Background: an optimization exercise with open tools, aiming at small area, a short achievable clock period and few clock cycles per item. Do not read the settings as production practice. At most, simulation tests tie the RTL to the original design; equivalence was not proved. For run 1, only the layout was checked, not whether the RTL still works. Power and IR drop assume default switching activity.

--- flow/run.sh ---
#!/bin/bash
# The standard layout with two changes: synthesis leaves adders to abc (no
# full/half-adder cells), and the ports get plain buffers, not delay cells.
set -euo pipefail
bash standard.sh ADDER_MAP_FILE= "BUFFER_PORTS_ARGS=-buffer_cell sky130_fd_sc_hd__buf_2" finish > standard.log 2>&1
--- standard.sh ---
#!/bin/bash
# synth_recipe.tcl (not shown) runs the flow's synth.tcl, then flattens the netlist and writes it again
# the make line also repeats each setting of config.mk as NAME=value (left out here)
make -C /OpenROAD-flow-scripts/flow DESIGN_CONFIG=/design/flow/config.mk WORK_HOME=/design/flow/orfs CLKGATE_MAP_FILE= SYNTH_SCRIPT=/design/flow/synth_recipe.tcl "${@:-finish}"
--- config.mk ---
export PLATFORM = sky130hd
export DESIGN_NAME = lc4_superscalar
export DESIGN_NICKNAME = lc4_superscalar
export VERILOG_FILES = /design/flow/design.v
export SDC_FILE = /design/flow/constraint.sdc
export NUM_CORES = 4
export LEC_CHECK = 0
export ABC_AREA = 1
export CAP_MARGIN = 20
export CORE_MARGIN = 2
export CORE_UTILIZATION = 40
export SETUP_SLACK_MARGIN = 3.2
export SLEW_MARGIN = 20
--- constraint.sdc ---
create_clock -name core_clock -period 5.5 [get_ports {gwe}]
set_input_delay 1.1000 -clock core_clock [delete_from_list [all_inputs] [get_ports {gwe}]]
set_output_delay 1.1000 -clock core_clock [all_outputs]
set_load 0.01 [all_outputs]
--- design.v ---
`timescale 1ns/10ps
package lc4_isa_pkg;
   localparam int WORD_W    = 16;  
   localparam int REG_SEL_W = 3;   
   localparam int NZP_W     = 3;
   localparam logic [3:0] OP_ARITH = 4'b0001;
   localparam logic [3:0] OP_LOGIC = 4'b0101;
   localparam logic [3:0] OP_CONST = 4'b1001;
   localparam logic [2:0] ARITH_ADD = 3'b000;
   localparam logic [2:0] ARITH_SUB = 3'b010;
   localparam logic [2:0] LOGIC_AND = 3'b000;
   localparam logic [2:0] LOGIC_NOT = 3'b001;
   localparam logic [2:0] LOGIC_OR  = 3'b010;
   localparam logic [2:0] LOGIC_XOR = 3'b011;
   localparam logic [NZP_W-1:0] NZP_NEG  = 3'b100;
   localparam logic [NZP_W-1:0] NZP_ZERO = 3'b010;
   localparam logic [NZP_W-1:0] NZP_POS  = 3'b001;
   typedef struct packed {
      logic [3:0]           opcode;
      logic [REG_SEL_W-1:0] rd;
      logic [REG_SEL_W-1:0] rs;
      logic [2:0]           sub;   
      logic [REG_SEL_W-1:0] rt;
   } insn_reg_t;
   typedef struct packed {
      logic [3:0]           opcode;
      logic [REG_SEL_W-1:0] rd;
      logic [REG_SEL_W-1:0] rs;
      logic                 imm_flag;  
      logic [4:0]           imm5;
   } insn_imm_t;
   typedef struct packed {
      logic [3:0]           opcode;
      logic [REG_SEL_W-1:0] rd;
      logic [8:0]           imm9;  
   } insn_cst_t;
   typedef union packed {
      insn_reg_t r;
      insn_imm_t i;
      insn_cst_t c;
   } lc4_insn_u;
endpackage
`timescale 1ns/10ps
package lc4_pipe_pkg;
   localparam int WORD_W    = 16;
   localparam int REG_SEL_W = 3;
   localparam int NZP_W     = 3;
   typedef enum logic [1:0] {
      STALL_NONE  = 2'd0,  
      STALL_SPLIT = 2'd1,  
      STALL_RESET = 2'd2   
   } stall_e;
   typedef struct packed {
      logic [REG_SEL_W-1:0] rs_sel;
      logic                              rs_re;
      logic [REG_SEL_W-1:0] rt_sel;
      logic                              rt_re;
      logic [REG_SEL_W-1:0] rd_sel;
      logic                              rf_we;
      logic                              nzp_we;
   } ctrl_t;
   typedef struct packed {
      stall_e                           stall;
      logic [WORD_W-1:0]   pc;
      logic [WORD_W-1:0]                insn;  
      ctrl_t                            ctrl;
   } issue_t;
   typedef struct packed {
      logic                              we;
      logic [REG_SEL_W-1:0] sel;
      logic [WORD_W-1:0]    data;
   } wr_port_t;
   typedef struct packed {
      stall_e                            stall;
      logic [WORD_W-1:0]    pc;
      logic [WORD_W-1:0]    insn;
      logic                              rf_we;
      logic [REG_SEL_W-1:0] wsel;
      logic [WORD_W-1:0]    wdata;
      logic                              nzp_we;
      logic [NZP_W-1:0]     nzp;
   } commit_t;
endpackage
`timescale 1ns/10ps
`timescale 1ns/10ps
`timescale 1ns/10ps
`timescale 1ns/10ps
`timescale 1ns/10ps
`timescale 1ns/10ps
module lc4_superscalar #(
   parameter logic [lc4_isa_pkg::WORD_W-1:0] START_PC = 16'h8200
) (
   input  logic                            gwe,
   input  logic                            i_rst,
   output logic [lc4_isa_pkg::WORD_W-1:0]  o_pc,
   input  lc4_isa_pkg::lc4_insn_u          i_insn_a,
   input  lc4_isa_pkg::lc4_insn_u          i_insn_b,
   output lc4_pipe_pkg::commit_t           o_commit_a,
   output lc4_pipe_pkg::commit_t           o_commit_b
);
   logic [15:0] pc_q;
   always_ff @(posedge gwe) begin
      if (i_rst) pc_q <= START_PC;
      else       pc_q <= pc_q + 16'd1;
   end
   assign o_pc = pc_q;
   logic [15:0] d_insn;
   assign d_insn = i_insn_a;
   logic        x_v, x_we, x_fa, x_fb, x_sub;
   logic [15:0] x_insn, x_a, x_b;
   logic        w_v, w_we, w_z;
   logic [15:0] w_insn, w_data, w_pc;
   logic [15:0] regs [8];
   logic        d_wr, d_imm, d_sub;
   logic [2:0]  d_rs, d_rt;
   logic [15:0] d_a, d_b;
   assign d_wr  = (d_insn[15:12] == 4'b0001) || (d_insn[15:12] == 4'b0101) ||
                  (d_insn[15:12] == 4'b1001);
   assign d_imm = d_insn[5];
   assign d_sub = d_insn[15:12] == 4'b0001 && d_insn[5:3] == 3'b010;
   assign d_rs  = d_insn[8:6];
   assign d_rt  = d_insn[2:0];
   assign d_a   = (w_we && w_insn[11:9] == d_rs) ? w_data : regs[d_rs];
   assign d_b   = d_imm ? {{11{d_insn[4]}}, d_insn[4:0]} :
                  (w_we && w_insn[11:9] == d_rt) ? w_data : regs[d_rt];
   always_ff @(posedge gwe) begin
      if (i_rst) begin
         x_v  <= 1'b0;
         x_we <= 1'b0;
      end else begin
         x_v  <= 1'b1;
         x_we <= d_wr;
      end
      x_insn <= d_insn;
      x_sub  <= d_sub;
      x_a    <= d_a;
      x_b    <= d_b ^ {16{d_sub}};    
      x_fa   <= x_we && (x_insn[11:9] == d_rs);
      x_fb   <= x_we && !d_imm && (x_insn[11:9] == d_rt);
   end
   logic [15:0] op_a, bb, g, p, gg, pp, sum, res;
   logic        is_arith, is_logic, is_const, is_imm;
   logic        s_sum, s_and, s_not, s_or, s_xor;
   assign is_arith = x_insn[15:12] == 4'b0001;
   assign is_logic = x_insn[15:12] == 4'b0101;
   assign is_const = x_insn[15:12] == 4'b1001;
   assign is_imm   = x_insn[5];
   assign s_sum    = is_arith && (is_imm || !x_insn[3]);    
   assign s_and    = is_logic && (is_imm || x_insn[4:3] == 2'b00);
   assign s_not    = is_logic && !is_imm && x_insn[4:3] == 2'b01;
   assign s_or     = is_logic && !is_imm && x_insn[4:3] == 2'b10;
   assign s_xor    = is_logic && !is_imm && x_insn[4:3] == 2'b11;
   assign op_a = x_fa ? w_data : x_a;
   assign bb   = x_fb ? (w_data ^ {16{x_sub}}) : x_b;
   assign g    = op_a & bb;
   assign p    = op_a ^ bb;
   always_comb begin
      logic [15:0] gn, pn;
      gg    = g;
      pp    = p;
      gg[0] = g[0] | (p[0] & x_sub);
      for (int d = 1; d < 16; d = d * 2) begin
         gn = gg;
         pn = pp;
         for (int i = d; i < 16; i++) begin
            gn[i] = gg[i] | (pp[i] & gg[i-d]);
            pn[i] = pp[i] & pp[i-d];
         end
         gg = gn;
         pp = pn;
      end
   end
   assign sum = p ^ {gg[14:0], x_sub};
   logic [15:0] res_ns, t;
   logic        z_sum, res_z;
   assign res_ns = ({16{s_and}} & g) |
                   ({16{s_not}} & ~op_a) |
                   ({16{s_or}}  & (g | p)) |
                   ({16{s_xor}} & p) |
                   ({16{is_const}} & {{7{x_insn[8]}}, x_insn[8:0]});
   assign res    = ({16{s_sum}} & sum) | res_ns;
   assign t      = op_a | bb;
   assign z_sum  = &(p ~^ {t[14:0], x_sub});
   assign res_z  = s_sum ? z_sum : (res_ns == 16'd0);
   always_ff @(posedge gwe) begin
      if (i_rst) begin
         w_v  <= 1'b0;
         w_we <= 1'b0;
         w_pc <= START_PC - 16'd2;
      end else begin
         w_v  <= x_v;
         w_we <= x_we;
         w_pc <= w_pc + 16'd1;
      end
      w_insn <= x_insn;
      w_data <= res;
      w_z    <= res_z;
   end
   logic [15:0] rf_wd;
   assign rf_wd = w_data & ~{16{i_rst}};
   always_ff @(posedge gwe) begin
      for (int r = 0; r < 8; r++)
         if (i_rst || (w_we && w_insn[11:9] == 3'(r))) regs[r] <= rf_wd;
   end
   always_comb begin
      o_commit_a.stall  = w_v ? lc4_pipe_pkg::STALL_NONE : lc4_pipe_pkg::STALL_SPLIT;
      o_commit_a.pc     = w_pc;
      o_commit_a.insn   = w_insn;
      o_commit_a.rf_we  = w_we;
      o_commit_a.wsel   = w_insn[11:9];
      o_commit_a.wdata  = w_data;
      o_commit_a.nzp_we = w_we;
      if (w_data[15])          o_commit_a.nzp = lc4_isa_pkg::NZP_NEG;
      else if (w_z)            o_commit_a.nzp = lc4_isa_pkg::NZP_ZERO;
      else                     o_commit_a.nzp = lc4_isa_pkg::NZP_POS;
   end
   assign o_commit_b = {lc4_pipe_pkg::STALL_SPLIT, 56'd0};
endmodule
==> results.toml, run 1 <==
[final_layout]
seq_area_mm2 = 0.00627
area_delta_synth_final_pct = 22.2
fin_area_mm2 = 0.0159
n_fill_cell = 3024
multi_input_area_mm2 = 0.00592
diodes = 0
fin_nets = 1788
drive_above_1_share_pct = 24.1

[setup_path]
cpLargestDelayFamily = "buffers and inverters"
path_class = "in -> reg"
worstSetupStartpoint = "i_insn_a[7]"
r2r_start = "x_sub"
crit_arrival_ps = 2740
endpoint_kind = "flip-flop"
critPathBufInv = 4
crit_path_max_incr_delay_ps = 350
startpoint_type = "input port"
rr_worst_depth = 14
required_ps = 5920
crit_slowest_cell = "a221oi_1"
cp_max_fo = 8
crit_cells = 9
path_cells = "buf_4 > clkinvlp_4 > buf_4 > nand3_4 > inv_1 > a221oi_1 > nand3_1 > o21ai_0 > o21ai_0"

[routing]
drt_iter0_drc = 969
vias = 11400
drtPass1Iterations = 6
ant_nets = 0
routedWlPerCell_um = 18.4
routed_via_density = 5.13
drc = 0
wl_um = 40700

[clock_network]
ctsHoldBuffers = 0
insertion_delay_ps = 550
clock-root-buffer = "clkbuf_16"
clk_pin_slew_ps = 60
cts_tree = "done"
cts_buffer_depth = 3
h-tree-depth = 1
cts_inserted_buffers = 28
clock_sinks = 248

[placed_design]
placed_area_mm2 = 0.0137
place.gp.congestion = 0.926
hpwl_um = 27700
portBuffers = 90
pre_cts_ws_ps = 1890

[sta]
finalSetupViolCount = 0
fin_crit_ps = 2330
finClkSkew_ps = 13.5
fin_setup_tns_ps = 0
hold_viol = 0
finalCritPeriodShare_pct = 42.3
tightest_slew_ps = 749
drv_slew = 0
slew_headroom_pct = 49.9
fin_ws_ps = 3170
max_freq_ghz = 0.430
rsz0062_at_grt = "true"
timing.hold.ws_ps = 350

[synth]
synth_most_common_cell = "nand2_1"
synth_area_mm2 = 0.0130
synth_top_area_cell = "edfxtp_1"
synth.distinct_cells = 54
yosysTopAreaCellShare_pct = 29.5
synth_area_per_cell_um2 = 8.07
async_flop_share_pct = 0
ys_seq_elements = 248
yosysWarnings = 2
synth_commonest_cells = "nand2_1 (390), inv_1 (203), nor2_1 (131)"
synth-edff-count = 128
ys_seq_area_share_pct = 48.0
synth_cells = 1611
ys.flop_type = "edfxtp_1"
synth_area_leaders = "edfxtp_1 (30%), dfxtp_1 (18%), nand2_1 (11%), inv_1 (5.9%), buf_4 (3.9%)"

[run]
max-cap-violations = 0

[global_route]
grt_max_degree = 34
grt_pass1_wl_um = 59200
grtUsageTotal_pct = 22.8
grt_overflow = 0
grt_pass1_vias = 10400
antenna_found_initial = 0

[hold_path]
hold_class = "reg -> reg"
hold_start = "x_insn[13]"
hold_depth = 0

[pwr]
p_leak_nw = 6.96
vdd_ir_drop_max_v = 0.000274
p_sw_mw = 1.41
combPwrFrac_pct = 17.6
p_clk_share_pct = 39.4
p_seq_share_pct = 43.0
powerDensity_mw_per_mm2 = 312
internal_power_mw = 3.55
swShare_pct = 28.4

[floorplan]
die_area_mm2 = 0.0340
die_h_um = 184
fp-row-count = 66
start_util_pct = 40.3
ios = 166
die_width_um = 184
core-area_mm2 = 0.0323

[run_status]
status = "finished clean"
[area by class of cell]
cell class                 count  area share (%)
inverter                     224            5.67
clock inverter                19            1.45
sequential                   248            39.4
multi-input combinational   1082            37.3
timing repair buffer         170            8.07
clock buffer                  32            4.64
tap                          442            3.48
[metrics by stage]
stage	std cells	total power, mW	util (%)
after floorplan	1668	2.72	-
after detailed placement	2100	2.92	42.5
after global routing	2217	5.16	49.2
after CTS	2174	4.89	46.8
after global placement	2100	2.91	42.5
final	2217	4.96	49.2
[repair_timing]
item	CTS	global route
setup endpoints to repair	60	62
pin swaps	7	34
resized for setup	61	101
cloned	0	5
setup buffers	23	38
[metal layers]
layer	global-route usage (%)	wire, µm
met3	3.16	2910
met5	0	0
met1	29.0	16600
met4	9.12	1490
met2	38.9	19700
[registers in the layout (all words and copies together), names as in the netlist, 16 cells and up]
name,cells
pc_q,16
w_pc,16
x_a,16
regs,128
w_insn,16
x_b,16
w_data,16
x_insn,16
[final timing paths]
check	endpoint	slack, ps
worst min-delay path	w_insn[13]	350
worst min register to register	w_insn[13]	350
worst max register to register	w_data[7]	3330
worst max-delay path	x_a[6]	3170
[kinds of logic (layout without fill, tap and decap cells)]
kind of cell    after synthesis  in the layout  share of synthesized area [%]
xor+xnor                     26             26                           1.75
buf+inv                     338            445                           12.1
simple gates                728            728                           25.1
compound gates              269            269                           13.0
other cells                   2             59                         0.0577
flops                       248            248                           48.0
[power by group through the flow]
stage          clock (mW)  sequential [mW]  combinational [mW]
6_report             1.95             2.13               0.873
5_1_grt              2.06             2.14               0.959
4_1_cts              1.98             2.13               0.783
3_5_place_dp            0             2.17               0.752
3_3_place_gp            0             2.16               0.746
2_1_floorplan           0             2.16               0.563
[worst reg2reg max path: cells and delay by family, from the launching register on]
kind                      cells  cell delay [ps]
and+or+nand+nor               9              970
buffers and inverters         3              450
DFF                           1              400
xor gates and xnor gates      1              140
AOI/OAI and AO/OA             1               90
[layout by cell type, fill, tap and decap left out, types with 11 or more instances in the layout]
cell type    n
nand2_1    357
inv_1      186
edfxtp_1   128
nor2_1     121
dfxtp_1    106
buf_2       83
nand3_1     79
o21ai_0     79
buf_4       70
conb_1      59
nand2_2     43
a21oi_1     38
o22ai_1     34
clkbuf_16   34
nand4_1     22
inv_2       21
o211ai_1    19
xor2_1      18
o21ai_2     17
nand2_4     17
a22oi_1     16
nand3_4     15
o21ai_1     14
or2_2       12
nand3_2     12
nor2_2      11
dfxtp_2     11
==> inputs of run 2 (changes only) <==
--- a/design.v
+++ b/design.v
@@ -105,6 +105,10 @@
    end
    assign o_pc = pc_q;
+   logic        d_v;
    logic [15:0] d_insn;
-   assign d_insn = i_insn_a;
+   always_ff @(posedge gwe) begin
+      d_v    <= !i_rst;
+      d_insn <= i_insn_a;
+   end
    logic        x_v, x_we, x_fa, x_fb, x_sub;
    logic [15:0] x_insn, x_a, x_b;
@@ -129,6 +133,6 @@
          x_we <= 1'b0;
       end else begin
-         x_v  <= 1'b1;
-         x_we <= d_wr;
+         x_v  <= d_v;
+         x_we <= d_v && d_wr;
       end
       x_insn <= d_insn;
@@ -187,5 +191,5 @@
          w_v  <= 1'b0;
          w_we <= 1'b0;
-         w_pc <= START_PC - 16'd2;
+         w_pc <= START_PC - 16'd3;
       end else begin
          w_v  <= x_v;
--- a/config.mk
+++ b/config.mk
@@ -10,4 +10,4 @@
 export CORE_MARGIN = 2
 export CORE_UTILIZATION = 40
-export SETUP_SLACK_MARGIN = 3.2
+export SETUP_SLACK_MARGIN = 3.0
 export SLEW_MARGIN = 20
==> run 2 against run 1 <==
  * Still clean on timing, DRC and antenna
  * Synthesized area rose by 2.5%
  * Global-route usage fell by 0.97 points
  * Hold slack got worse by 24 ps
  * Core utilization fell by 3.2 points
  * Non-clock buffer count fell by 54
  * Sequential cell count rose by 17
  * Critical path depth fell by 7
  * Wire length fell by 4.2%
  * Largest cell class unchanged
  * Largest power group unchanged
==> results.toml, run 2 <==
[run_status]
status = "finished clean"

[global_route]
antenna_found_initial = 0
grt_pass1_vias = 10500
grtUsageTotal_pct = 21.8
grt_pass1_wl_um = 60000
grt_max_degree = 34
grt_overflow = 0

[synth]
synth-edff-count = 128
synth_area_leaders = "edfxtp_1 (29%), dfxtp_1 (21%), nand2_1 (11%), inv_1 (4.6%), buf_4 (3.8%)"
synth.distinct_cells = 48
ys.flop_type = "dfxtp_1"
synth_top_area_cell = "edfxtp_1"
synth_area_per_cell_um2 = 8.29
synth_commonest_cells = "nand2_1 (400), inv_1 (163), dfxtp_1 (137)"
yosysTopAreaCellShare_pct = 28.8
synth_area_mm2 = 0.0133
ys_seq_elements = 265
ys_seq_area_share_pct = 49.4
synth_most_common_cell = "nand2_1"
yosysWarnings = 2
synth_cells = 1609
async_flop_share_pct = 0

[setup_path]
startpoint_type = "flip-flop"
crit_slowest_cell = "dfxtp_1"
cpLargestDelayFamily = "flip-flops"
timing.rr.end = "x_b[0]"
crit_path_max_incr_delay_ps = 530
required_ps = 4400
rr_worst_depth = 11
r2r_slack_ps = 3150
crit_arrival_ps = 1310
r2r_start = "d_insn[1]"
cp_max_fo = 7
critPathBufInv = 1
path_class = "reg -> out"
endpoint_kind = "primary output"
path_cells = "nor2_1 > buf_2"

[sta]
slew_headroom_pct = 47.8
hold_viol = 0
finalCritPeriodShare_pct = 43.9
max_freq_ghz = 0.414
fin_setup_tns_ps = 0
finClkSkew_ps = 10.3
tightest_slew_ps = 780
finalSetupViolCount = 0
timing.hold.ws_ps = 326
rsz0062_at_grt = "false"
drv_slew = 0
fin_crit_ps = 2410

[floorplan]
fp-row-count = 66
start_util_pct = 40.8
die_area_mm2 = 0.0348
ios = 166
die_h_um = 187
die_width_um = 187
core-area_mm2 = 0.0327

[hold_path]
hold_class = "reg -> reg"
holdPathEnd = "x_insn[9]"
hold_depth = 0
hold_start = "d_insn[9]"

[routing]
drc = 0
ant_nets = 0
routed_via_density = 5.09
drt_iter0_drc = 1173
wl_um = 39000
drtPass1Iterations = 6
routedWlPerCell_um = 18.0
vias = 11000

[clock_network]
clock_sinks = 265
cts_buffer_depth = 3
cts_tree = "done"
ctsHoldBuffers = 0
h-tree-depth = 1
clk_pin_slew_ps = 60
insertion_delay_ps = 550
cts_inserted_buffers = 28
clock-root-buffer = "clkbuf_16"

[placed_design]
place.gp.congestion = 0.952
portBuffers = 90
hpwl_um = 28400
placed_cells = 2105

[pwr]
p_seq_share_pct = 47.2
powerDensity_mw_per_mm2 = 320
p_leak_nw = 6.54
p_sw_mw = 1.37
swShare_pct = 28.4
p_total_mw = 4.81
vdd_ir_drop_max_v = 0.000264
internal_power_mw = 3.44
p_clk_share_pct = 37.6
combPwrFrac_pct = 15.2

[final_layout]
final_cell_count_no_fill = 2167
fin_nets = 1739
drive_above_1_share_pct = 18.5
n_fill_cell = 3247
area_delta_synth_final_pct = 12.8
diodes = 0
final_cell_mix = "nand2_1 (396), inv_1 (158), dfxtp_1 (129), edfxtp_1 (128), nor2_1 (126)"
regMostFlops = "regs"
final_common_cell = "nand2_1"
largest_reg_flops = 128

[run]
max-cap-violations = 0
## run 2: cell types whose count changed after synthesis, moves of 9 or more
cell,change
a21oi_1,+17
dfxtp_1,+17
inv_1,-40
nand2_1,+10
nand2_2,+15
nand3_1,-18
nor3_1,+9
o2111ai_1,+9
o22ai_1,-16
## run 2: area by class of cell
| class | count | area, µm² | area share (%) |
|---|---|---|---|
| clock buffer | 34 | 723 | 4.81 |
| inverter | 190 | 737 | 4.90 |
| timing repair buffer | 116 | 652 | 4.33 |
| timing repair inverter | 2 | 10.0 | 0.0665 |
| clock inverter | 16 | 149 | 0.990 |
| tap | 442 | 553 | 3.68 |
| sequential | 265 | 6610 | 43.9 |
| multi-input combinational | 1102 | 5610 | 37.3 |
## run 2: how the worst max path moves through the flow
stage,from,endpoint,slack [ps],cells past startpoint
final,w_data[15],o_commit_a[1],3090,2
after global routing,d_insn[1],x_b[13],2990,11
after CTS,x_insn[14],w_z,3000,11
after detailed placement,i_rst,regs[7][14],2230,4
after global placement,i_rst,regs[1][13],2240,4
after floorplan,i_rst,regs[0][0],3050,3
## run 2: power groups by stage
| stage | Clock, mW | Combinational, mW | Sequential [mW] |
|---|---|---|---|
| 3_3_place_gp | 0 | 0.714 | 2.31 |
| 4_1_cts | 1.84 | 0.727 | 2.27 |
| 3_5_place_dp | 0 | 0.719 | 2.31 |
| 6_report | 1.81 | 0.733 | 2.27 |
| 5_1_grt | 1.93 | 0.817 | 2.28 |
| 2_1_floorplan | 0 | 0.534 | 2.29 |
## run 2: what timing repair did
action	in CTS	in global routing
resized for setup	16	20
pin swaps	0	1
buffers inserted	4	6
cloned	2	0
setup endpoints to repair	170	32
## run 2: stage by stage
step	setup WS (ps)	util (%)	area, µm²
finish	3090	46.0	15000
global route	2990	46.0	15000
CTS	3000	45.6	14900
detailed placement	2230	42.7	14000
global placement	2240	42.7	14000
floorplan	3050	-	13600
## run 2: cells by family after synthesis
logic type	after synthesis	share of synthesized area, %
xor gates and xnor gates	24	1.58
and+or+nand+nor	741	25.2
other	2	0.0563
DFF	265	49.4
buffers and inverters	299	10.8
AOI/OAI and AO/OA	278	13.0
## run 2: metal layers
| metal | share of wire [%] | GRT usage (%) | vias to the layer above |
|---|---|---|---|
| li1 | - | - | 5424 |
| met1 | 43 | 28.6 | 5138 |
| met2 | 48 | 37.1 | 396 |
| met3 | 6.7 | 2.95 | 75 |
| met4 | 2.9 | 7.11 | 0 |
| met5 | 0 | 0 | - |
Testbench counts of run 2, summed over its fixed seeds: cycles 12,024, items 12,000.
==> inputs of run 3 (changes only) <==
--- a/config.mk
+++ b/config.mk
@@ -10,4 +10,6 @@
 export CORE_MARGIN = 2
 export CORE_UTILIZATION = 40
-export SETUP_SLACK_MARGIN = 3.0
+export CTS_CLUSTER_DIAMETER = 120
+export CTS_CLUSTER_SIZE = 30
+export SETUP_SLACK_MARGIN = 3.2
 export SLEW_MARGIN = 20
==> run 3 against run 2 <==
  * First-iteration DRC count down 9.0%
  * Clock power down 39%
  * Clock skew up 15 ps
  * Synthesized cell count unchanged
  * Largest cell class unchanged
  * Critical endpoint is now o_commit_a[10]
  * Still clean
  * Worst setup slack better by 160 ps
  * Count of clock-buffer cells in the layout down 16
  * Via count up 0.39%
  * Sequential share of layout area up 0.55 points
  * Final cell count down 0.51%
  * Global-route usage down 0.13 points
  * Hold slack better by 5.3 ps
  * Fmax up 7.1%
==> results.toml, run 3 <==
[final_layout]
multi_input_area_mm2 = 0.00570
diodes = 0
final_cell_mix = "nand2_1 (392), inv_1 (156), edfxtp_1 (128), dfxtp_1 (125), nor2_1 (123)"
final_common_cell = "nand2_1"
area_delta_synth_final_pct = 11.5
final_cell_count_no_fill = 2156
regMostFlops = "regs"
drive_above_1_share_pct = 19.4
seq_area_mm2 = 0.00661
fin_nets = 1742
n_fill_cell = 3238
largest_reg_flops = 128

[setup_path]
cpLargestDelayFamily = "flip-flops"
startpoint_type = "flip-flop"
path_class = "reg -> out"
path_cells = "buf_2"
cp_max_fo = 4
endpoint_kind = "primary output"
crit_slowest_cell = "dfxtp_1"
critPathBufInv = 1
crit_path_max_incr_delay_ps = 490
crit_arrival_ps = 1150
required_ps = 4400

[floorplan]
core-area_mm2 = 0.0327
die_width_um = 187
die_area_mm2 = 0.0348
start_util_pct = 40.8
fp-row-count = 66
die_h_um = 187
ios = 166

[global_route]
antenna_found_initial = 0
grt_pass1_wl_um = 59500
grtUsageTotal_pct = 21.7
grt_pass1_vias = 10400
grt_overflow = 0
grt_max_degree = 34

[synth]
synth_xor_area_share_pct = 1.58
synth_top_area_cell = "edfxtp_1"
synth_area_leaders = "edfxtp_1 (29%), dfxtp_1 (21%), nand2_1 (11%), inv_1 (4.6%), buf_4 (3.8%)"
ys.flop_type = "dfxtp_1"
synth_top_family_by_area = "simple AND/OR/NAND/NOR gates"
synth_cells = 1609
ys_seq_area_share_pct = 49.4
synth.distinct_cells = 48
yosysWarnings = 2
synth_mux_area_share_pct = 0
synth_fa_ha_area_share_pct = 0
synth-compound-area-share_pct = 13.0
synth-simple-area-share_pct = 25.2
synth_area_per_cell_um2 = 8.29
synth_most_common_cell = "nand2_1"
yosysTopAreaCellShare_pct = 28.8
async_flop_share_pct = 0
synth_commonest_cells = "nand2_1 (400), inv_1 (163), dfxtp_1 (137)"
ys_seq_elements = 265
synth_area_mm2 = 0.0133
synth-edff-count = 128

[placed_design]
place.gp.congestion = 0.909
portBuffers = 90
placed_cells = 2105
pre_cts_ws_ps = 2290
hpwl_um = 28300

[sta]
finalSetupViolCount = 0
finClkSkew_ps = 25.0
finalCritPeriodShare_pct = 41.0
max_freq_ghz = 0.444
drv_slew = 0
hold_viol = 0
fin_ws_ps = 3250
fin_crit_ps = 2250
slew_headroom_pct = 57.2
rsz0062_at_grt = "true"
fin_setup_tns_ps = 0
tightest_slew_ps = 640

[routing]
drc = 0
ant_nets = 0
drtPass1Iterations = 6
routedWlPerCell_um = 18.2
drt_iter0_drc = 1067
routed_via_density = 5.14
vias = 11100
wl_um = 39300

[pwr]
powerDensity_mw_per_mm2 = 277
p_total_mw = 4.13
p_leak_nw = 6.45
vdd_ir_drop_max_v = 0.000170

[clock_network]
cts_inserted_buffers = 13
clock-root-buffer = "clkbuf_16"
cts_buffer_depth = 3
clk_pin_slew_ps = 120
h-tree-depth = 1
clock_sinks = 265
cts_tree = "done"
insertion_delay_ps = 500

[hold_path]
hold_class = "reg -> reg"

[run_status]
status = "finished clean"

[run]
max-cap-violations = 0
[run 3: worst paths after layout]
check             slack, ps        endpoint       start  cells past startpoint
hold reg to reg         330      x_insn[10]  d_insn[10]                      0
hold / removal          330      x_insn[10]  d_insn[10]                      0
setup / recovery       3250  o_commit_a[10]   w_data[6]                      1
setup reg to reg       3290          x_b[4]   d_insn[1]                      8
[run 3: where the power goes]
| group | switching [mW] | leakage, nW | internal, mW |
|---|---|---|---|
| combinational | 0.521 | 3.80 | 0.231 |
| clock | 0.647 | 0.188 | 0.463 |
| sequential | 0.0773 | 2.46 | 2.19 |
| total | 1.25 | 6.45 | 2.88 |
[run 3: per-layer routing]
metal	up-vias	track usage (%)	share of wire (%)
met5	-	0	0
met4	0	7.08	2.8
met3	69	2.80	6.4
met2	419	37.0	49
met1	5180	28.4	42
li1	5408	-	-
[run 3: per-stage QoR]
| stage | cell area (µm²) | utilization, % | hold WS (ps) |
|---|---|---|---|
| detailed placement | 14000 | 42.8 | 312 |
| finish | 14900 | 45.5 | 331 |
| CTS | 14600 | 44.7 | 340 |
| global route | 14900 | 45.5 | 336 |
| global placement | 14000 | 42.8 | 311 |
| floorplan | 13600 | - | 310 |
[run 3: logic make-up (layout without fill, tap and decap cells)]
kind of cell | after synthesis | in the layout
and+or+nand+nor | 741 | 741
buffers and inverters | 299 | 347
AOI/OAI and AO/OA | 278 | 278
DFF | 265 | 265
xor gates and xnor gates | 24 | 24
other | 2 | 59
[run 3: final cells by class]
class | count | area share [%]
Clock buffer | 18 | 2.31
Clock inverter | 3 | 0.345
Inverter | 190 | 5.07
Multi-Input combinational cell | 1102 | 38.3
Sequential cell | 265 | 44.5
Tap cell | 442 | 3.72
Timing Repair Buffer | 134 | 5.71
Timing Repair inverter | 2 | 0.0673
[run 3: repair_timing]
item / in CTS / in global routing
gates cloned: 2 / 1
pin swaps: 1 / 1
resized for setup: 39 / 36
setup endpoints to repair: 184 / 56
hold buffers: 0 / 0
setup buffers: 13 / 14
==> inputs of run 4 (changes only) <==
--- a/config.mk
+++ b/config.mk
@@ -10,6 +10,6 @@
 export CORE_MARGIN = 2
 export CORE_UTILIZATION = 40
-export CTS_CLUSTER_DIAMETER = 120
-export CTS_CLUSTER_SIZE = 30
-export SETUP_SLACK_MARGIN = 3.2
+export CTS_CLUSTER_DIAMETER = 100
+export CTS_CLUSTER_SIZE = 20
+export SETUP_SLACK_MARGIN = 3.4
 export SLEW_MARGIN = 20
==> run 4 against run 3 <==
  * Largest power group unchanged
  * Critical path depth grew 1
  * Worst setup slack gained 46 ps
  * First-iteration DRC count grew 9.3%
  * Synthesized area is the same
  * Sequential share of layout area shrank 3.6 points
==> results.toml, run 4 <==
[placed_design]
pre_cts_ws_ps = 2290
place.gp.congestion = 0.893
portBuffers = 90
placed_area_mm2 = 0.0140
hpwl_um = 28400

[synth]
synth_area_mm2 = 0.0133
yosysWarnings = 2
ys_seq_area_share_pct = 49.4
synth_area_leaders = "edfxtp_1 (29%), dfxtp_1 (21%), nand2_1 (11%), inv_1 (4.6%), buf_4 (3.8%)"
synth_top_area_cell = "edfxtp_1"
synth-edff-count = 128
synth_cells = 1609
async_flop_share_pct = 0
synth_area_per_cell_um2 = 8.29
synth.distinct_cells = 48
synth_commonest_cells = "nand2_1 (400), inv_1 (163), dfxtp_1 (137)"
synth_most_common_cell = "nand2_1"
ys.flop_type = "dfxtp_1"
yosysTopAreaCellShare_pct = 28.8
ys_seq_elements = 265

[sta]
fin_ws_ps = 3290
finalCritPeriodShare_pct = 40.2
max_freq_ghz = 0.453
fin_setup_tns_ps = 0
finalSetupViolCount = 0
hold_viol = 0
fin_crit_ps = 2210
slew_headroom_pct = 53.9
tightest_slew_ps = 688
rsz0062_at_grt = "true"
drv_slew = 0
finClkSkew_ps = 10.9

[final_layout]
regMostFlops = "regs"
fin_nets = 1832
largest_reg_flops = 128
area_delta_synth_final_pct = 23.7
diodes = 0
drive_above_1_share_pct = 29.7
n_fill_cell = 3091
seq_area_mm2 = 0.00675
final_common_cell = "nand2_1"
final_cell_mix = "nand2_1 (380), inv_1 (144), edfxtp_1 (128), nor2_1 (117), buf_4 (110)"
multi_input_area_mm2 = 0.00605
fin_area_mm2 = 0.0165

[floorplan]
start_util_pct = 40.8
core-area_mm2 = 0.0327
fp-row-count = 66
ios = 166
die_width_um = 187
die_area_mm2 = 0.0348
die_h_um = 187

[routing]
routedWlPerCell_um = 18.5
routed_via_density = 5.13
drtPass1Iterations = 6
vias = 11500
ant_nets = 0
drt_iter0_drc = 1166
drc = 0
wl_um = 41700

[clock_network]
clk_pin_slew_ps = 80
insertion_delay_ps = 500
cts_inserted_buffers = 17
clock_sinks = 265
cts_buffer_depth = 3
clock-root-buffer = "clkbuf_16"
cts_tree = "done"
h-tree-depth = 1

[global_route]
grtUsageTotal_pct = 22.4
grt_max_degree = 34
antenna_found_initial = 1
grt_pass1_vias = 10600
grt_overflow = 0
grt_pass1_wl_um = 61100

[setup_path]
crit_path_max_incr_delay_ps = 380
required_ps = 4400
startpoint_type = "flip-flop"
crit_arrival_ps = 1110
path_cells = "buf_12 > buf_6"
endpoint_kind = "primary output"
cp_max_fo = 4
path_class = "reg -> out"
crit_slowest_cell = "dfxtp_4"

[run_status]
status = "finished clean"

[pwr]
vdd_ir_drop_max_v = 0.000175
powerDensity_mw_per_mm2 = 269
p_leak_nw = 7.09
p_total_mw = 4.43

[hold_path]
hold_class = "reg -> reg"

[run]
max-cap-violations = 0
==> run 4: cell counts after synthesis <==
No cell type changed its count.
==> run 4: metal layers <==
layer / track usage (%) / routed length, µm / up-vias
met1: 29.5 / 17700 / 5401
met3: 2.67 / 2480 / 88
li1: - / - / 5605
met4: 7.57 / 1480 / 0
met2: 38.1 / 20000 / 448
met5: 0 / 0 / -
==> run 4: final timing paths <==
path,from,end,slack [ps],cells after the start
worst min register to register,d_insn[9],x_insn[9],330,0
worst max-delay path,w_data[15],o_commit_a[2],3290,2
worst min-delay path,d_insn[9],x_insn[9],330,0
worst max register to register,d_insn[2],x_b[7],3430,10
==> run 4: cell families (layout without fill, tap and decap cells) <==
family | after synthesis | in the layout | share of synthesized area, %
other | 2 | 59 | 0.0563
xor gates and xnor gates | 24 | 24 | 1.58
and+or+nand+nor | 741 | 741 | 25.2
AOI/OAI and AO/OA | 278 | 278 | 13.0
buffers and inverters | 299 | 440 | 10.8
DFF | 265 | 265 | 49.4
==> run 4: critical path: cells and delay by family (launching register included) <==
| family | cells | cell delay [ps] |
|---|---|---|
| buffers and inverters | 2 | 240 |
| flip-flops | 1 | 380 |
==> run 4: final cells by class <==
type / count / share of cell area [%]
Sequential cell: 265 / 40.9
Multi-Input combinational cell: 1102 / 36.7
Timing Repair Buffer: 219 / 11.1
Inverter: 190 / 4.82
Tap cell: 442 / 3.35
Clock buffer: 26 / 2.78
Clock inverter: 2 / 0.250
Timing Repair inverter: 3 / 0.121
==> run 4: through the flow <==
step | instances | hold slack [ps] | utilization, %
2_1_floorplan | 1666 | 310 | -
3_3_place_gp | 2104 | 311 | 42.7
4_1_cts | 2194 | 334 | 47.2
3_5_place_dp | 2104 | 314 | 42.7
5_1_grt | 2249 | 339 | 50.4
6_report | 2249 | 334 | 50.4
==> run 4: where the power goes <==
part	total (mW)	leakage [nW]	internal, mW	switching [mW]
clock	1.30	0.240	0.632	0.668
combinational	0.878	4.37	0.307	0.570
sequential	2.26	2.48	2.18	0.0727
==> run 4: timing repair <==
action                                  in CTS  in global routing
gates cloned                                 3                  1
endpoints found under the setup margin     246                217
hold buffers                                 0                  0
pin swaps                                    6                 32
gates resized for setup                    160                148
buffers inserted                            59                 54
==> inputs of run 5 (changes only) <==
--- a/config.mk
+++ b/config.mk
@@ -12,4 +12,5 @@
 export CTS_CLUSTER_DIAMETER = 100
 export CTS_CLUSTER_SIZE = 20
-export SETUP_SLACK_MARGIN = 3.4
+export PLACE_DENSITY = 0.75
+export SETUP_SLACK_MARGIN = 3.2
 export SLEW_MARGIN = 20
==> run 5 against run 4 <==
  * Core utilization decreased by 4.7 points
  * Count of clock-buffer cells in the layout unchanged
  * Still clean on timing, DRC and antenna
  * Critical path depth up 6
  * Highest routed layer unchanged
  * Register-to-register slack got worse by 260 ps
  * Critical endpoint is now x_a[0]
  * Worst setup slack got worse by 120 ps
==> results.toml, run 5 <==
[sta]
fin_crit_ps = 2330
tightest_slew_ps = 703
max_freq_ghz = 0.430
drv_slew = 0
hold_viol = 0
finalSetupViolCount = 0
slew_headroom_pct = 52.9
rsz0062_at_grt = "true"
finClkSkew_ps = 19.3
finalCritPeriodShare_pct = 42.3
timing.hold.ws_ps = 332
fin_setup_tns_ps = 0

[final_layout]
drive_above_1_share_pct = 19.5
final_cell_mix = "nand2_1 (392), inv_1 (153), edfxtp_1 (128), dfxtp_1 (126), nor2_1 (123)"
final_common_cell = "nand2_1"
fin_nets = 1745
n_fill_cell = 3065
final_cell_count_no_fill = 2162
regMostFlops = "regs"
area_delta_synth_final_pct = 12.0
largest_reg_flops = 128

[clock_network]
cts_buffer_depth = 3
cts_inserted_buffers = 17
clock-root-buffer = "clkbuf_16"
clk_pin_slew_ps = 80
insertion_delay_ps = 500
h-tree-depth = 1
cts_tree = "done"
clock_sinks = 265
ctsHoldBuffers = 0

[synth]
synth_area_per_cell_um2 = 8.29
synth_commonest_cells = "nand2_1 (400), inv_1 (163), dfxtp_1 (137)"
ys.flop_type = "dfxtp_1"
ys_seq_area_share_pct = 49.4
synth.distinct_cells = 48
synth_top_area_cell = "edfxtp_1"
synth_area_mm2 = 0.0133
synth-edff-count = 128
yosysWarnings = 2
synth_cells = 1609
yosysTopAreaCellShare_pct = 28.8
synth_area_leaders = "edfxtp_1 (29%), dfxtp_1 (21%), nand2_1 (11%), inv_1 (4.6%), buf_4 (3.8%)"
ys_seq_elements = 265
async_flop_share_pct = 0
synth_most_common_cell = "nand2_1"

[setup_path]
path_cells = "buf_4 > clkinvlp_4 > nand3_4 > clkinvlp_4 > a221oi_1 > nand4_1 > o21ai_0 > o21ai_0"
cpLargestDelayFamily = "buffers and inverters"
startpoint_type = "flip-flop"
required_ps = 5870
crit_slowest_cell = "a221oi_1"
endpoint_kind = "flip-flop"
crit_arrival_ps = 2690
path_class = "reg -> reg"
critPathBufInv = 3
crit_path_max_incr_delay_ps = 360
cp_max_fo = 15

[placed_design]
hpwl_um = 27100
portBuffers = 90
placed_cells = 2105
place.gp.congestion = 0.963

[run]
max-cap-violations = 0

[routing]
ant_nets = 0
routed_via_density = 5.21
drtPass1Iterations = 7
drc = 0
wl_um = 37700
drt_iter0_drc = 1207
routedWlPerCell_um = 17.4
vias = 11300

[global_route]
grt_max_degree = 34
grt_pass1_wl_um = 58200
grt_pass1_vias = 10700
grt_overflow = 0
antenna_found_initial = 0
grtUsageTotal_pct = 20.7

[pwr]
vdd_ir_drop_max_v = 0.000179
p_leak_nw = 6.47
powerDensity_mw_per_mm2 = 285

[floorplan]
ios = 166
die_width_um = 187
core-area_mm2 = 0.0327
die_h_um = 187
die_area_mm2 = 0.0348
fp-row-count = 66
start_util_pct = 40.8

[run_status]
status = "finished clean"

[hold_path]
hold_class = "reg -> reg"
-- run 5: repair_timing --
action / 4_1_cts / 5_1_grt
pin swaps: 2 / 3
endpoints found under the setup margin: 178 / 44
cloned: 2 / 0
setup buffers: 16 / 11
gates resized for setup: 34 / 39
-- run 5: layer usage --
metal,track usage (%),vias to the layer above,share of wire [%]
met5,0,-,0
met4,8.46,0,4.0
met3,2.50,120,7.2
met2,36.0,552,49
met1,26.2,5162,40
li1,-,5424,-
-- run 5: final cells by class --
class / count / area [µm²] / area share (%)
Clock buffer: 26 / 480 / 3.21
Timing Repair inverter: 2 / 12.5 / 0.0837
Multi-Input combinational cell: 1102 / 5690 / 38.1
Timing Repair Buffer: 133 / 826 / 5.53
Clock inverter: 1 / 11.3 / 0.0753
Sequential cell: 265 / 6610 / 44.2
Inverter: 190 / 757 / 5.06
Antenna cell: 1 / 2.50 / 0.0167
Tap cell: 442 / 553 / 3.70
-- run 5: stage by stage --
stage          worst slack (ps)  utilization [%]  area (µm²)  total power [mW]
6_report                   3170             45.7       14900              4.27
5_1_grt                    3130             45.7       14900              4.45
4_1_cts                    3070             45.0       14700              4.25
3_5_place_dp               2350             42.7       14000              3.02
3_3_place_gp               2360             42.7       14000              3.01
2_1_floorplan              3050                -       13600              2.83
-- run 5: worst reg2reg max path, cell delays in order, from the launching register on --
cell        delay, ps
dfxtp_1           310
buf_4             260
clkinvlp_4        270
nand3_4           210
clkinvlp_4        230
a221oi_1          370
nand4_1           220
o21ai_0           230
o21ai_0           110
-- run 5: worst paths after layout --
path | start | end | slack, ps | cells past startpoint
min | d_insn[11] | x_insn[11] | 330 | 0
min reg2reg | d_insn[11] | x_insn[11] | 330 | 0
max reg2reg | d_insn[6] | x_a[0] | 3170 | 8
max | d_insn[6] | x_a[0] | 3170 | 8
-- run 5: power by group --
| group | leakage [nW] | switching, mW | internal, mW |
|---|---|---|---|
| registers | 2.46 | 0.0794 | 2.19 |
| clock network | 0.237 | 0.638 | 0.610 |
| logic | 3.77 | 0.519 | 0.232 |
-- run 5: cells by family (layout without fill, tap and decap cells) --
family                 Yosys count  count (layout)  synth area share, %
AO/OA/AOI/OAI                  278             278                 13.0
XOR/XNOR                        24              24                 1.58
buffers and inverters          299             352                 10.8
flip-flops                     265             265                 49.4
other                            2              60               0.0563
AND/OR/NAND/NOR                741             741                 25.2
==> inputs of run 6 (changes only) <==
--- a/config.mk
+++ b/config.mk
@@ -12,5 +12,4 @@
 export CTS_CLUSTER_DIAMETER = 100
 export CTS_CLUSTER_SIZE = 20
-export PLACE_DENSITY = 0.75
 export SETUP_SLACK_MARGIN = 3.2
 export SLEW_MARGIN = 20
==> run 6 against run 5 <==
  * Critical path depth is 7 lower
  * Wire length rose by 4.4%
  * Critical endpoint is now o_commit_a[4]
  * Worst setup slack improved by 71 ps
  * Clock power increased by 3%
  * Sequential cell count unchanged
  * First-iteration DRC count shrank 3.9%
  * Core utilization is 0.14 points lower
  * Register-to-register slack improved by 140 ps
  * Global-route usage rose by 1.1 points
  * Die area stayed put
==> results.toml, run 6 <==
[clock_network]
ctsHoldBuffers = 0
cts_inserted_buffers = 17
cts_tree = "done"
cts_buffer_depth = 3
clock_sinks = 265
clk_pin_slew_ps = 100
clock-root-buffer = "clkbuf_16"
h-tree-depth = 1
insertion_delay_ps = 510

[pwr]
p_leak_nw = 6.44
p_total_mw = 4.31
powerDensity_mw_per_mm2 = 289
vdd_ir_drop_max_v = 0.000164

[floorplan]
ios = 166
start_util_pct = 40.8
die_width_um = 187
core-area_mm2 = 0.0327
die_area_mm2 = 0.0348
fp-row-count = 66
die_h_um = 187

[placed_design]
portBuffers = 90
placed_area_mm2 = 0.0140
place.gp.congestion = 0.909
hpwl_um = 28300

[final_layout]
regMostFlops = "regs"
final_common_cell = "nand2_1"
diodes = 0
multi_input_area_mm2 = 0.00569
seq_area_mm2 = 0.00662
area_delta_synth_final_pct = 11.7
drive_above_1_share_pct = 19.1
largest_reg_flops = 128
fin_nets = 1739
fin_area_mm2 = 0.0149
n_fill_cell = 3227
final_cell_mix = "nand2_1 (392), inv_1 (156), edfxtp_1 (128), dfxtp_1 (125), nor2_1 (124)"

[synth]
synth-simple-area-share_pct = 25.2
synth-edff-count = 128
yosysWarnings = 2
synth_fa_ha_area_share_pct = 0
synth_area_mm2 = 0.0133
synth_cells = 1609
ys_seq_elements = 265
synth_area_leaders = "edfxtp_1 (29%), dfxtp_1 (21%), nand2_1 (11%), inv_1 (4.6%), buf_4 (3.8%)"
synth_xor_area_share_pct = 1.58
yosysTopAreaCellShare_pct = 28.8
synth_most_common_cell = "nand2_1"
ys.flop_type = "dfxtp_1"
synth_top_family_by_area = "simple AND/OR/NAND/NOR gates"
async_flop_share_pct = 0
synth_commonest_cells = "nand2_1 (400), inv_1 (163), dfxtp_1 (137)"
synth-compound-area-share_pct = 13.0
synth_mux_area_share_pct = 0
synth_area_per_cell_um2 = 8.29
ys_seq_area_share_pct = 49.4
synth.distinct_cells = 48
synth_top_area_cell = "edfxtp_1"

[setup_path]
critPathBufInv = 1
cp_max_fo = 4
endpoint_kind = "primary output"
crit_arrival_ps = 1160
path_class = "reg -> out"
startpoint_type = "flip-flop"
crit_path_max_incr_delay_ps = 460
cpLargestDelayFamily = "flip-flops"
path_cells = "buf_2"
crit_slowest_cell = "dfxtp_1"
required_ps = 4400

[sta]
hold_viol = 0
drv_slew = 0
rsz0062_at_grt = "true"
fin_crit_ps = 2260
slew_headroom_pct = 57.6
tightest_slew_ps = 635
finClkSkew_ps = 29.8
fin_setup_tns_ps = 0
finalCritPeriodShare_pct = 41.0
finalSetupViolCount = 0
timing.hold.ws_ps = 330
max_freq_ghz = 0.443

[global_route]
grt_max_degree = 34
grt_overflow = 0
grt_pass1_wl_um = 59800
grtUsageTotal_pct = 21.8
antenna_found_initial = 0
grt_pass1_vias = 10500

[routing]
drt_iter0_drc = 1160
routedWlPerCell_um = 18.2
ant_nets = 0
drtPass1Iterations = 6
drc = 0
routed_via_density = 5.15
vias = 11100
wl_um = 39300

[hold_path]
hold_class = "reg -> reg"

[run]
max-cap-violations = 0

[run_status]
status = "finished clean"
run 6: layer usage:
metal	GRT usage [%]	wire, µm
met5	0	0
met4	7.20	1170
met3	2.93	2810
met2	37.3	18900
met1	28.5	16400
run 6: area by class of cell:
type / count / share of cell area (%)
multi-input combinational: 1102 / 38.2
tap: 442 / 3.71
clock buffer: 24 / 3.03
clock inverter: 3 / 0.311
sequential: 265 / 44.4
timing repair buffer: 127 / 5.23
inverter: 190 / 5.05
timing repair inverter: 2 / 0.0840
run 6: worst paths after layout:
check / from / slack [ps] / end / cells past startpoint
worst min-delay path: d_insn[10] / 330 / x_insn[10] / 0
worst max register to register: d_insn[7] / 3310 / x_a[13] / 7
worst max-delay path: w_data[0] / 3240 / o_commit_a[4] / 1
worst min register to register: d_insn[10] / 330 / x_insn[10] / 0
run 6: repair_timing:
| action | CTS | global route |
|---|---|---|
| buffers inserted | 13 | 8 |
| cloned | 2 | 0 |
| pin swaps | 1 | 1 |
| endpoints found under the setup margin | 183 | 61 |
| resized for setup | 38 | 35 |
run 6: cell families (layout without fill, tap and decap cells):
| family | Yosys count | in the layout |
|---|---|---|
| buffers and inverters | 299 | 346 |
| AOI/OAI and AO/OA | 278 | 278 |
| DFF | 265 | 265 |
| and+or+nand+nor | 741 | 741 |
| other | 2 | 59 |
| xor gates and xnor gates | 24 | 24 |
run 6: report_power, final:
part | switching [mW] | internal [mW]
registers | 0.0787 | 2.19
logic | 0.519 | 0.228
clock network | 0.666 | 0.626
run 6: metrics by stage:
| stage | utilization, % | std cells | setup slack, ps |
|---|---|---|---|
| after floorplan | - | 1666 | 3050 |
| after global routing | 45.6 | 2155 | 3170 |
| after global placement | 42.8 | 2105 | 2300 |
| after CTS | 45.0 | 2147 | 3160 |
| final | 45.6 | 2155 | 3240 |
| after detailed placement | 42.8 | 2105 | 2290 |
==> inputs of run 7 (changes only) <==
--- a/design.v
+++ b/design.v
@@ -107,7 +107,10 @@
    logic        d_v;
    logic [15:0] d_insn;
+   logic [7:0]  d_rs1h, d_rt1h;    
    always_ff @(posedge gwe) begin
       d_v    <= !i_rst;
       d_insn <= i_insn_a;
+      d_rs1h <= 8'd1 << i_insn_a[8:6];
+      d_rt1h <= 8'd1 << i_insn_a[2:0];
    end
    logic        x_v, x_we, x_fa, x_fb, x_sub;
@@ -125,7 +128,16 @@
    assign d_rs  = d_insn[8:6];
    assign d_rt  = d_insn[2:0];
-   assign d_a   = (w_we && w_insn[11:9] == d_rs) ? w_data : regs[d_rs];
+   logic [15:0] rd_s, rd_t;
+   always_comb begin
+      rd_s = '0;
+      rd_t = '0;
+      for (int r = 0; r < 8; r++) begin
+         rd_s = rd_s | (regs[r] & {16{d_rs1h[r]}});
+         rd_t = rd_t | (regs[r] & {16{d_rt1h[r]}});
+      end
+   end
+   assign d_a   = (w_we && w_insn[11:9] == d_rs) ? w_data : rd_s;
    assign d_b   = d_imm ? {{11{d_insn[4]}}, d_insn[4:0]} :
-                  (w_we && w_insn[11:9] == d_rt) ? w_data : regs[d_rt];
+                  (w_we && w_insn[11:9] == d_rt) ? w_data : rd_t;
    always_ff @(posedge gwe) begin
       if (i_rst) begin
@@ -139,5 +151,5 @@
       x_sub  <= d_sub;
       x_a    <= d_a;
-      x_b    <= d_b ^ {16{d_sub}};    
+      x_b    <= d_b;
       x_fa   <= x_we && (x_insn[11:9] == d_rs);
       x_fb   <= x_we && !d_imm && (x_insn[11:9] == d_rt);
@@ -156,5 +168,5 @@
    assign s_xor    = is_logic && !is_imm && x_insn[4:3] == 2'b11;
    assign op_a = x_fa ? w_data : x_a;
-   assign bb   = x_fb ? (w_data ^ {16{x_sub}}) : x_b;
+   assign bb   = x_fb ? (w_data ^ {16{x_sub}}) : (x_b ^ {16{x_sub}});   
    assign g    = op_a & bb;
    assign p    = op_a ^ bb;
--- a/config.mk
+++ b/config.mk
@@ -12,4 +12,4 @@
 export CTS_CLUSTER_DIAMETER = 100
 export CTS_CLUSTER_SIZE = 20
-export SETUP_SLACK_MARGIN = 3.2
+export SETUP_SLACK_MARGIN = 3.35
 export SLEW_MARGIN = 20
==> run 7 against run 6 <==
  * Global-route usage shrank 0.30 points
  * Final area rose by 3.8%
  * Non-clock buffer count increased by 10
  * Register-to-register slack gained 140 ps
  * Sequential share of layout area rose by 1.1 points
  * Clock skew fell by 16 ps
  * Final cell count down 0.19%
  * Combinational power down 6.8%
  * Via count is 0.56% lower
  * Largest power group unchanged
  * Still clean
==> results.toml, run 7 <==
[synth]
synth_most_common_cell = "nand2_1"
synth_cells = 1597
yosysTopAreaCellShare_pct = 28.7
ys_seq_area_share_pct = 51.5
synth_area_per_cell_um2 = 8.40
synth_top_area_cell = "edfxtp_1"
synth-edff-count = 128
synth_commonest_cells = "nand2_1 (454), dfxtp_1 (153), inv_1 (147)"
synth.distinct_cells = 54
ys.flop_type = "dfxtp_1"
ys_seq_elements = 281
synth_area_leaders = "edfxtp_1 (29%), dfxtp_1 (23%), nand2_1 (13%), inv_1 (4.1%), buf_4 (3.9%)"
yosysWarnings = 2
async_flop_share_pct = 0
synth_area_mm2 = 0.0134

[setup_path]
crit_cells = 2
cp_max_fo = 5
startpoint_type = "flip-flop"
required_ps = 4400
critPathBufInv = 1
endpoint_kind = "primary output"
cpLargestDelayFamily = "flip-flops"
path_class = "reg -> out"
rr_worst_depth = 13
path_cells = "nor2_2 > buf_2"
crit_path_max_incr_delay_ps = 370
crit_arrival_ps = 1100
crit_slowest_cell = "dfxtp_4"

[final_layout]
regMostFlops = "regs"
area_delta_synth_final_pct = 15.3
final_cell_count_no_fill = 2151
drive_above_1_share_pct = 20.0
final_cell_mix = "nand2_1 (437), inv_1 (147), edfxtp_1 (128), nor2_1 (104), dfxtp_1 (101)"
largest_reg_flops = 128
diodes = 0
fin_area_mm2 = 0.0155
fin_nets = 1727
final_common_cell = "nand2_1"

[floorplan]
core-area_mm2 = 0.0333
die_area_mm2 = 0.0350
die_width_um = 187
start_util_pct = 40.3
ios = 166
die_h_um = 187
fp-row-count = 67

[sta]
finalCritPeriodShare_pct = 40.0
drv_slew = 0
slew_headroom_pct = 34.6
fin_crit_ps = 2200
finalSetupViolCount = 0
max_freq_ghz = 0.455
tightest_slew_ps = 979
hold_viol = 0
rsz0062_at_grt = "true"
fin_ws_ps = 3300
finClkSkew_ps = 14.1
fin_setup_tns_ps = 0

[clock_network]
insertion_delay_ps = 510
cts_buffer_depth = 3
clock_sinks = 281
clock-root-buffer = "clkbuf_16"
cts_inserted_buffers = 18
cts_tree = "done"
h-tree-depth = 1
clk_pin_slew_ps = 90

[pwr]
p_clk_share_pct = 30.4
p_seq_share_pct = 54.0
combPwrFrac_pct = 15.6
p_total_mw = 4.45
p_leak_nw = 6.66
swShare_pct = 28.5
internal_power_mw = 3.18
powerDensity_mw_per_mm2 = 288
p_sw_mw = 1.27
vdd_ir_drop_max_v = 0.000172

[placed_design]
pre_cts_ws_ps = 2620
place.gp.congestion = 0.921
portBuffers = 90
placed_area_mm2 = 0.0140
hpwl_um = 26900
placed_cells = 2082

[run]
max-cap-violations = 0

[global_route]
grt_max_degree = 33
grt_pass1_wl_um = 59100
grt_overflow = 0
use_met3_pct = 2.74
busiest_layer = "met2"
grtUsageTotal_pct = 21.5
use_met1_pct = 28.5
antenna_found_initial = 0
grt_pass1_vias = 10300
grt.met2_usage_pct = 36.8

[routing]
wl_um = 39000
ant_nets = 0
routedWlPerCell_um = 18.1
drtPass1Iterations = 8
routed_via_density = 5.13
drc = 0
vias = 11000
drt_iter0_drc = 1011

[hold_path]
hold_class = "reg -> reg"
hold_depth = 0

[run_status]
status = "finished clean"
## run 7: changes by cell type in the layout (fill, tap and decap cells not counted), sizes merged, moves of 13 or more
cell and delta:
nand3 +28, a22oi -16, a221oi +17, o21ai -28, inv -26, nand2 +32, or2 -15, a31oi +13
dfxtp +16
## run 7: cell type report
cell class,count,area [µm²]
inverter,155,619
sequential,281,7040
timing repair buffer,137,976
multi-input combinational,1100,5730
clock inverter,3,26.3
clock buffer,27,505
fill,3232,17800
tap,448,561
## run 7: logic make-up (layout without fill, tap and decap cells)
kind of cell	count (synthesis)	in the layout	synth area share (%)
compound gates	240	240	11.4
flops	281	281	51.5
buf+inv	273	322	10.1
simple gates	780	780	25.6
xor+xnor	21	21	1.37
other cells	2	59	0.0560
## run 7: power by group through the flow
stage	clock [mW]	sequential (mW)	combinational, mW
global route	1.46	2.42	0.772
finish	1.35	2.40	0.696
floorplan	0	2.42	0.481
global placement	0	2.46	0.611
CTS	1.37	2.41	0.635
detailed placement	0	2.46	0.615
## run 7: metrics by stage
stage                     hold slack, ps  utilization, %
after floorplan                      310               -
after global placement               312            42.2
after detailed placement             312            42.2
after CTS                            325            44.7
after global routing                 345            46.5
final                                323            46.5
## run 7: routing by layer
metal | wire [µm] | vias up
met5 | 0 | -
met4 | 930 | 0
met3 | 2490 | 64
met2 | 18800 | 401
met1 | 16800 | 5174
li1 | - | 5403
## run 7: path summary, 6_finish.rpt
path              slack, ps             to       start
setup / recovery       3300  o_commit_a[1]  w_data[15]
hold / removal          320      x_insn[9]   d_insn[9]
setup reg to reg       3450            w_z        x_fb
hold reg to reg         320      x_insn[9]   d_insn[9]
## run 7: what timing repair did
action | in CTS | in global routing
endpoints found under the setup margin | 197 | 75
hold buffers | 0 | 0
buffers inserted | 13 | 24
pin swaps | 2 | 8
gates cloned | 0 | 2
resized for setup | 84 | 85
Testbench counts of run 7, summed over its fixed seeds: cycles 12,024, items 12,000.
==> inputs of run 8 (changes only) <==
--- a/config.mk
+++ b/config.mk
@@ -12,4 +12,4 @@
 export CTS_CLUSTER_DIAMETER = 100
 export CTS_CLUSTER_SIZE = 20
-export SETUP_SLACK_MARGIN = 3.35
+export SETUP_SLACK_MARGIN = 3.2
 export SLEW_MARGIN = 20
==> run 8 against run 7 <==
  * Still clean on timing, DRC and antenna
  * Wire length is 2.9% lower
  * Register-to-register slack worse by 70 ps
  * Clock skew is 2.5 ps higher
  * Fmax is 2.4% lower
  * Count of clock-buffer cells in the layout is 1 lower
  * Global-route usage is 0.31 points lower
  * Sequential share of layout area is 1.3 points higher
  * Combinational power is 8.5% lower
  * First-iteration DRC count is 0.49% higher
  * Synthesized area stayed put
  * Sequential power hardly changed
  * Critical path type unchanged
  * Critical endpoint is now o_commit_a[13]
  * Largest power group unchanged
  * Highest routed layer unchanged
==> results.toml, run 8 <==
[run_status]
status = "finished clean"

[run]
max-cap-violations = 0

[pwr]
internal_power_mw = 3.18
swShare_pct = 28.3
p_seq_share_pct = 54.5
vdd_ir_drop_max_v = 0.000189
powerDensity_mw_per_mm2 = 300
p_leak_nw = 6.39
p_clk_share_pct = 31.1
combPwrFrac_pct = 14.4
p_total_mw = 4.43
p_sw_mw = 1.26

[clock_network]
cts_buffer_depth = 3
clk_pin_slew_ps = 90
h-tree-depth = 1
cts_tree = "done"
cts_inserted_buffers = 18
clock_sinks = 281
insertion_delay_ps = 520
clock-root-buffer = "clkbuf_16"

[sta]
hold_viol = 0
rsz0062_at_grt = "true"
drv_slew = 0
finalSetupViolCount = 0
finClkSkew_ps = 16.6
finalCritPeriodShare_pct = 41.0
fin_setup_tns_ps = 0
tightest_slew_ps = 1090
fin_crit_ps = 2250
max_freq_ghz = 0.444
slew_headroom_pct = 27.1

[floorplan]
die_area_mm2 = 0.0350
ios = 166
die_width_um = 187
die_h_um = 187
core-area_mm2 = 0.0333
fp-row-count = 67
start_util_pct = 40.3

[synth]
synth_area_leaders = "edfxtp_1 (29%), dfxtp_1 (23%), nand2_1 (13%), inv_1 (4.1%), buf_4 (3.9%)"
synth-edff-count = 128
synth_most_common_cell = "nand2_1"
yosysTopAreaCellShare_pct = 28.7
synth.distinct_cells = 54
synth_top_area_cell = "edfxtp_1"
synth_cells = 1597
synth_area_per_cell_um2 = 8.40
yosysWarnings = 2
async_flop_share_pct = 0
synth_area_mm2 = 0.0134
ys_seq_elements = 281
synth_commonest_cells = "nand2_1 (454), dfxtp_1 (153), inv_1 (147)"
ys_seq_area_share_pct = 51.5
ys.flop_type = "dfxtp_1"

[final_layout]
final_cell_mix = "nand2_1 (448), inv_1 (146), dfxtp_1 (134), edfxtp_1 (128), nor2_1 (109)"
postLayoutCoreUtil_pct = 44.4
final_common_cell = "nand2_1"
regMostFlops = "regs"
fin_area_mm2 = 0.0148
diodes = 0
largest_reg_flops = 128
area_delta_synth_final_pct = 10.3
fin_nets = 1695
drive_above_1_share_pct = 15.1
final_cell_count_no_fill = 2118

[setup_path]
startpoint_type = "flip-flop"
r2r_slack_ps = 3380
path_class = "reg -> out"
critPathBufInv = 1
crit_slowest_cell = "dfxtp_1"
cpLargestDelayFamily = "flip-flops"
path_cells = "buf_2"
cp_max_fo = 5
crit_path_max_incr_delay_ps = 460
required_ps = 4400
crit_arrival_ps = 1150
endpoint_kind = "primary output"

[placed_design]
placed_area_mm2 = 0.0140
hpwl_um = 26900
portBuffers = 90
place.gp.congestion = 0.934
placed_cells = 2082

[global_route]
grt_overflow = 0
grtUsageTotal_pct = 21.2
grt_pass1_vias = 10100
antenna_found_initial = 0
grt_pass1_wl_um = 57900
grt_max_degree = 33

[routing]
drtPass1Iterations = 5
vias = 10900
drt_iter0_drc = 1016
routedWlPerCell_um = 17.9
ant_nets = 0
drc = 0
wl_um = 37900
routed_via_density = 5.13

[hold_path]
hold_class = "reg -> reg"
-- run 8: cell counts after synthesis --
No cell type changed its count.
-- run 8: per-stage QoR --
stage | hold slack, ps | setup WS, ps
final | 331 | 3250
after global routing | 345 | 3190
after detailed placement | 315 | 2040
after CTS | 331 | 3200
after global placement | 313 | 2070
after floorplan | 310 | 3180
-- run 8: cell type report --
cell class | instances | area, µm²
inverters | 155 | 607
flip-flops and latches | 281 | 6940
well taps | 448 | 561
fillers | 3283 | 18500
clock inverters | 3 | 62.6
clock buffers | 26 | 480
repair buffers | 103 | 578
repair inverters | 2 | 12.5
multi-input cells | 1100 | 5550
-- run 8: final timing paths --
| kind | start | to | cells after the start |
|---|---|---|---|
| setup reg to reg | x_insn[14] | w_z | 13 |
| hold / removal | d_insn[9] | x_insn[9] | 0 |
| setup / recovery | w_data[9] | o_commit_a[13] | 1 |
| hold reg to reg | d_insn[9] | x_insn[9] | 0 |
-- run 8: cells by family after synthesis --
group,Yosys count,share of synthesized area [%]
AND/OR/NAND/NOR,780,25.6
buffers and inverters,273,10.1
XOR/XNOR,21,1.37
flip-flops,281,51.5
other,2,0.0560
AO/OA/AOI/OAI,240,11.4
-- run 8: what timing repair did --
action / CTS / global route
gates cloned: 1 / 1
endpoints found under the setup margin: 150 / 27
pin swaps: 0 / 1
setup buffers: 4 / 1
resized for setup: 16 / 45
hold buffers: 0 / 0
-- run 8: worst reg2reg max path: stages (launching register included) --
cell     delay [ps]
dfxtp_1         460
nand3_1         300
nor2_4          280
nand2_1         160
inv_2           210
nand2_1          80
inv_1            50
nor2_1           40
nand2_1         120
nor2_1           60
nand2_1          70
nor2_2           50
nand2_1          60
nand2_1          50
-- run 8: layer usage --
layer	global-route usage [%]	vias up	part of all wire, %
li1	-	5358	-
met1	27.4	5054	42
met2	36.2	390	48
met3	3.64	65	6.5
met4	6.62	0	2.9
met5	0	-	0
-- run 8: power groups by stage --
stage,combinational [mW],clock [mW],sequential [mW]
3_3_place_gp,0.611,0,2.46
3_5_place_dp,0.616,0,2.46
2_1_floorplan,0.477,0,2.42
6_report,0.637,1.38,2.42
5_1_grt,0.712,1.49,2.43
4_1_cts,0.623,1.41,2.41

## port drivers added, routing unchanged
The flow's constraints put no driver on any port. The routed layouts listed below were extracted and timed again, unchanged, in two steps.
Step 1 sets driving cells, clkbuf_16 on the clock port and buf_2 on the other inputs (assumed; they add their load-dependent delay and slew).
Step 2 adds t to the input delays and takes it off the output delays; t is the mean of the earliest and latest rising clock arrival at the registers after step 1. Input paths then give back, and output paths get back, about the clock's delay inside the block.
Three values: ideal, step 1, step 2; two values: the first two.
run	t, ns	setup WS [ns]	worst hold slack (ns)	worst setup path at the end	worst register clock-pin slew, ns
run 1	0.597	3.173 / 3.161 / 2.564	0.350 / 0.350 / 0.350	input to register	0.06 / 0.06
run 2	0.602	3.086 / 3.033 / 2.700	0.326 / 0.326 / 0.326	input to register	0.06 / 0.06
run 3	0.541	3.245 / 3.193 / 2.891	0.331 / 0.331 / 0.331	input to register	0.12 / 0.12
run 4	0.550	3.291 / 3.238 / 3.013	0.334 / 0.334 / 0.334	input to register	0.09 / 0.09
run 5	0.532	3.174 / 3.174 / 2.780	0.332 / 0.332 / 0.332	input to register	0.09 / 0.09
run 6	0.551	3.244 / 3.192 / 2.887	0.330 / 0.330 / 0.330	input to register	0.10 / 0.10
run 7	0.558	3.301 / 3.248 / 2.857	0.323 / 0.323 / 0.323	input to register	0.09 / 0.09
run 8	0.571	3.247 / 3.190 / 2.763	0.331 / 0.331 / 0.331	input to register	0.09 / 0.09
After both steps setup and hold are still met in every run listed. The setup slack of run 1, which loses most, moves by -0.012 ns with the drivers and by -0.609 ns with both steps.
